Source: an optimization exercise on an open RTL-to-GDS flow (aim: small area). Production flows keep margins and buffers that such runs may drop. Function was checked by simulation only, so behaviour that the tests miss may differ from the original. Power figures rest on the tool's default switching activity, not on a simulated workload.

$ cat flow/config.mk
export PLATFORM = sky130hd
export DESIGN_NAME = reg_bank
export DESIGN_NICKNAME = reg_bank
export VERILOG_FILES = /design/flow/design.v
export SDC_FILE = /design/flow/constraint.sdc
export NUM_CORES = 4
export LEC_CHECK = 0
export CAP_MARGIN = 20
export CORE_MARGIN = 2
export CORE_UTILIZATION = 40
export SLEW_MARGIN = 20
$ cat flow/constraint.sdc
create_clock -name core_clock -period 4.0 [get_ports {clk}]
set_input_delay 0.8000 -clock core_clock [delete_from_list [all_inputs] [get_ports {clk}]]
set_output_delay 0.8000 -clock core_clock [all_outputs]
set_load 0.01 [all_outputs]
$ cat flow/design.v
package reg_bank_pkg;
    localparam int REG_ZERO     = 0;
    localparam int REG_RA       = 31;
    localparam int SP_IDX_DEF   = 29;
    localparam int SP_RESET_DEF = 227;
    typedef enum logic [1:0] {
        DST_RT = 2'd0,
        DST_RD = 2'd1,
        DST_RA = 2'd2
    } dst_sel_e;
    function automatic logic [4:0] dst_index(input dst_sel_e sel,
                                             input logic [4:0] rt,
                                             input logic [4:0] rd);
        case (sel)
            DST_RT:  dst_index = rt;
            DST_RD:  dst_index = rd;
            DST_RA:  dst_index = 5'(REG_RA);
            default: dst_index = 5'(REG_ZERO);
        endcase
    endfunction
endpackage
module reg_bank_rdport
#(
    parameter int DATA_W = 32,
    parameter int ADDR_W = 5,
    localparam int NREG  = 1 << ADDR_W
) (
    input  logic                           clk,
    input  logic                           reset,
    input  logic [NREG-1:0][DATA_W-1:0]    regs,
    input  logic [ADDR_W-1:0]              rd_addr,
    input  logic                           reg_wr,
    input  logic [ADDR_W-1:0]              wr_addr,
    input  logic [DATA_W-1:0]              wr_data,
    output logic [DATA_W-1:0]              rd_data
);
    logic [DATA_W-1:0] rd_data_d, rd_data_q;
    logic              hit;
    logic unused_wr;
    assign unused_wr = ^{reg_wr, wr_addr, wr_data};
    assign hit       = 1'b0;
    always_comb begin
        rd_data_d = regs[rd_addr];
        if (hit) rd_data_d = wr_data;
    end
    always_ff @(posedge clk or negedge reset) begin
        if (!reset) rd_data_q <= '0;
        else        rd_data_q <= rd_data_d;
    end
    assign rd_data = rd_data_q;
endmodule
module reg_bank
#(
    parameter int DATA_W   = 32,
    parameter int ADDR_W   = 5,
    parameter int SP_IDX   = reg_bank_pkg::SP_IDX_DEF,
    parameter int SP_RESET = reg_bank_pkg::SP_RESET_DEF
) (
    input  logic              clk,
    input  logic              reset,
    input  logic              reg_wr,
    input  logic [ADDR_W-1:0] wr_addr,
    input  logic [DATA_W-1:0] wr_data,
    input  logic [ADDR_W-1:0] rd_addr_a,
    input  logic [ADDR_W-1:0] rd_addr_b,
    output logic [DATA_W-1:0] rd_data_a,
    output logic [DATA_W-1:0] rd_data_b
);
    localparam int NREG = 1 << ADDR_W;
    logic [NREG-1:0][DATA_W-1:0] regs_d, regs_q;
    always_comb begin
        regs_d = regs_q;
        if (reg_wr && (wr_addr != ADDR_W'(reg_bank_pkg::REG_ZERO))) regs_d[wr_addr] = wr_data;
        regs_d[reg_bank_pkg::REG_ZERO] = '0;
    end
    always_ff @(posedge clk or negedge reset) begin
        if (!reset) begin
            for (int i = 0; i < NREG; i++)
                regs_q[i] <= (i == SP_IDX && i != reg_bank_pkg::REG_ZERO) ? DATA_W'(SP_RESET) : '0;
        end else begin
            regs_q <= regs_d;
        end
    end
    reg_bank_rdport #(.DATA_W(DATA_W), .ADDR_W(ADDR_W)) u_rd_a (
        .clk     (clk),
        .reset   (reset),
        .regs    (regs_q),
        .rd_addr (rd_addr_a),
        .reg_wr  (reg_wr),
        .wr_addr (wr_addr),
        .wr_data (wr_data),
        .rd_data (rd_data_a)
    );
    reg_bank_rdport #(.DATA_W(DATA_W), .ADDR_W(ADDR_W)) u_rd_b (
        .clk     (clk),
        .reset   (reset),
        .regs    (regs_q),
        .rd_addr (rd_addr_b),
        .reg_wr  (reg_wr),
        .wr_addr (wr_addr),
        .wr_data (wr_data),
        .rd_data (rd_data_b)
    );
endmodule
$ cat flow/run.sh
#!/bin/bash
# synth_recipe.tcl (not shown) runs the flow's synth.tcl, then flattens the netlist and writes it again
# the make line also repeats each setting of config.mk as NAME=value (left out here)
make -C /OpenROAD-flow-scripts/flow DESIGN_CONFIG=/design/flow/config.mk WORK_HOME=/design/flow/orfs CLKGATE_MAP_FILE= SYNTH_SCRIPT=/design/flow/synth_recipe.tcl finish
==> results.txt <==
[kinds of logic after synthesis]
kind of cell,after synthesis,synth area share
AOI/OAI and AO/OA,258,0.03399
xor gates and xnor gates,2,0.0003205
adders and majority gates,2,0.0004577
buffers and inverters,387,0.03113
DFF,1056,0.4835
muxes,1665,0.4396
and+or+nand+nor,127,0.01101
[flip-flops by register name (all words and copies together), names as in the netlist]
name / cells
u_rd_b.rd_data_q: 32
regs_q: 992
u_rd_a.rd_data_q: 32
[layout make-up]
cell class	instances	area share
timing repair buffer	325	0.06341
inverter	3	0.0001778
multi-input combinational	2054	0.4223
clock inverter	39	0.007942
tap	1781	0.03518
antenna	1	0.00003951
clock buffer	171	0.05366
sequential	1056	0.4173
[how the worst max path moves through the flow]
| stage | start | to | slack [ps] | cells past startpoint |
|---|---|---|---|---|
| 6_report | wr_addr[0] | regs_q[216] | 770 | 13 |
| 5_1_grt | wr_addr[0] | regs_q[206] | 700 | 13 |
| 4_1_cts | wr_addr[0] | regs_q[216] | 840 | 13 |
| 3_5_place_dp | wr_addr[0] | regs_q[216] | 60 | 13 |
| 3_3_place_gp | wr_addr[1] | regs_q[871] | 10 | 12 |
| 2_1_floorplan | wr_addr[0] | regs_q[194] | 630 | 13 |
[routing by layer]
metal	up-vias	wire [um]	global-route usage
li1	13680	-	-
met1	18370	73360	0.3418
met2	1002	79310	0.3832
met3	265	9229	0.04087
met4	4	4970	0.07005
met5	-	27	0
[Yosys cell counts (2+ instances only)]
master	instances
dfrtp_1	1051
dfstp_2	5
mux4_2	480
and2_1	10
a22o_1	96
mux2_1	94
buf_1	28
mux2_2	994
nor3_2	5
ha_1	2
nand2_1	52
buf_4	16
nand2b_1	3
nor2_1	40
mux2i_1	97
o21ai_0	64
buf_2	145
a22oi_1	32
nor2b_1	6
clkbuf_1	194
o31ai_1	32
inv_1	3
o22ai_1	32
[power groups by stage]
| stage | logic (mW) | clock network (mW) | registers [mW] |
|---|---|---|---|
| after floorplan | 5.85 | 0 | 15.0 |
| after global placement | 7.83 | 0 | 15.5 |
| after detailed placement | 7.97 | 0 | 15.6 |
| after CTS | 8.00 | 11.2 | 15.4 |
| after global routing | 8.50 | 11.7 | 15.8 |
| final | 7.92 | 11.0 | 15.5 |
[worst max-delay path: stages]
cell and delay, ps:
clkdlybuf4s50_1 490, inv_1 70, ha_1 310, nand2b_1 130
nor2_1 60, ha_1 310, buf_4 110, nand3b_1 120
a211o_1 340, nor3_2 260, and2_2 290, buf_12 200
mux2_2 360
[through the flow]
stage                     power [mW]    util
after floorplan                20.81       -
after global routing           35.98  0.4669
final                          34.40  0.4669
after detailed placement       23.55  0.4383
after global placement         23.31  0.4383
after CTS                      34.63  0.4671
==> load_flow_metrics.sql <==
INSERT INTO impl_metrics (metric_group, metric, value, unit) VALUES
('power', 'clockPowerShare', '0.320', ''),
('final_layout', 'final.fill_count', '11626', ''),
('synthesis', 'synthDominantAreaCellType', 'dfrtp_1', ''),
('die', 'die_area', '139600', 'um^2'),
('synthesis', 'async_reset_ff_frac', '1.000', ''),
('placement', 'placement.io_buffers', '113', ''),
('timing', 'fin_crit', '3235', 'ps'),
('final_layout', 'nNetsFinal', '3607', ''),
('placement', 'gp_congestion', '0.7950', ''),
('critical_path', 'rr_startpoint', 'regs_q[954]', ''),
('timing', 'pnr_worst_setup_slack', '765.3', 'ps'),
('timing', 'final.period_utilization', '0.8087', ''),
('drt', 'post_drt_wl_per_cell', '30.74', 'um'),
('timing', 'finClkSkew', '31.27', 'ps'),
('global_route', 'wire_length_of_the_first_global_routing_pass', '248.8', 'mm'),
('die', 'start_util', '0.4031', ''),
('clock_tree', 'cts-buffers-inserted', '115', ''),
('drt', 'drt-pass1-iter-count', '5', ''),
('drt', 'route.vias.total', '33321', ''),
('power', 'power.leakage', '27.73', 'nW'),
('synthesis', 'yosys_register_bits', '1056', ''),
('clock_tree', 'cts_tree', 'built', ''),
('power', 'power.share.switching', '0.2731', ''),
('die', 'fp-row-count', '135', ''),
('clock_tree', 'clk_pin_slew', '60', 'ps'),
('placement', 'dp_hpwl', '101.3', 'mm'),
('worst_hold_path', 'hold_path_class', 'in2async', ''),
('synthesis', 'synth_ff_type', 'dfrtp_1', ''),
('critical_path', 'worst_r2r_path_depth', '4', ''),
('clock_tree', 'clock_sinks', '1056', ''),
('critical_path', 'setup.reg_to_reg.worst_slack', '2100', 'ps'),
('critical_path', 'cp-end-kind', 'flop', ''),
('final_layout', 'layout-area-overhead-vs-synth', '15.85', '%'),
('drt', 'vias_per_cell', '6.136', ''),
('power', 'cellPowerDensity', '543.1', 'nW/um^2'),
('power', 'internal_power', '25.00', 'mW'),
('run_status', 'status', 'no timing/DRC/antenna violations', ''),
('clock_tree', 'post_cts_hold_buffer_count', '0', ''),
('timing', 'hold_ws', '53.17', 'ps'),
('critical_path', 'timing_worst_setup_path_type', 'in2reg', ''),
('final_layout', 'multi_input_combinational_cell_area', '26740', 'um^2'),
('final_layout', 'finalNonFillerCells', '5430', ''),
('final_layout', 'most_frequent_standard_cell_in_the_layout_excluding_fill_and_tap_cells', 'dfrtp_1', ''),
('timing', 'finalHoldViolations', '0', ''),
('global_route', 'grt_antenna_before_repair', '4', ''),
('run', 'drv.max_cap_violation_count', '0', ''),
('placement', 'dp_cells', '5216', ''),
('die', 'ioPinCount', '114', ''),
('power', 'p_seq_frac', '0.450', ''),
('drt', 'route.detailed.drc', '0', ''),
('critical_path', 'crit_arrival', '3870', 'ps'),
('power', 'p_comb_frac', '0.230', ''),
('drt', 'drtAntennaViolNets', '0', ''),
('critical_path', 'critical_path.reg2reg.endpoint', 'u_rd_b.rd_data_q[26]', ''),
('clock_tree', 'cts-root-buf', 'clkbuf_16', ''),
('synthesis', 'yosysSeqAreaShare', '0.4835', ''),
('global_route', 'grt_remaining_overflow', '0', ''),
('clock_tree', 'post_cts_buffers', '0', ''),
('synthesis', 'synth.net_count', '3549', ''),
('timing', 'worst-slew-pin-transition', '1076', 'ps'),
('synthesis', 'yosys_warnings', '2', ''),
('power', 'switchingPower', '9.394', 'mW'),
('clock_tree', 'ctsLongestPathBuffers', '3', ''),
('placement', 'place_ws', '56.71', 'ps'),
('clock_tree', 'post_cts_resize_count', '0', ''),
('synthesis', 'synth_edf_count', '0', ''),
('timing', 'maxClockFrequency', '309.2', 'MHz'),
('critical_path', 'worstSetupStartpointType', 'input port', ''),
('final_layout', 'drive_gt1_frac', '0.5334', ''),
('synthesis', 'syn_avg_cell_area', '15.63', 'um^2'),
('final_layout', 'layout.cell_area.non_filler', '63330', 'um^2');

## static timing again, ports no longer ideal
How much do the figures lean on ideal ports? The routed layout below was timed once more, with nothing changed but the port constraints.
Step 1: set_driving_cell puts a clkbuf_16 on clk and a buf_2 on each other input, an assumption about the parent block.
Step 2 times the ports against the registers' clock, not the clock port: input delays grow and output delays shrink by t, the midpoint of the rising clock arrivals with the driver on.
Slacks: no drivers / after step 1 / after step 2; pairs: no drivers / after step 1.
shift t [ns]: 0.810
setup WS [ns]: 0.765 / 0.810 / -0.001
worst setup path after step 2: input to register
clock arrival spread, ns: 0.039 / 0.039
worst slew at a driven data input, ns: 0.12
With both steps, setup timing fails in this run, where it was met with ideal ports. The setup slack of this run moves by +0.045 ns with the drivers and by -0.766 ns with both steps.
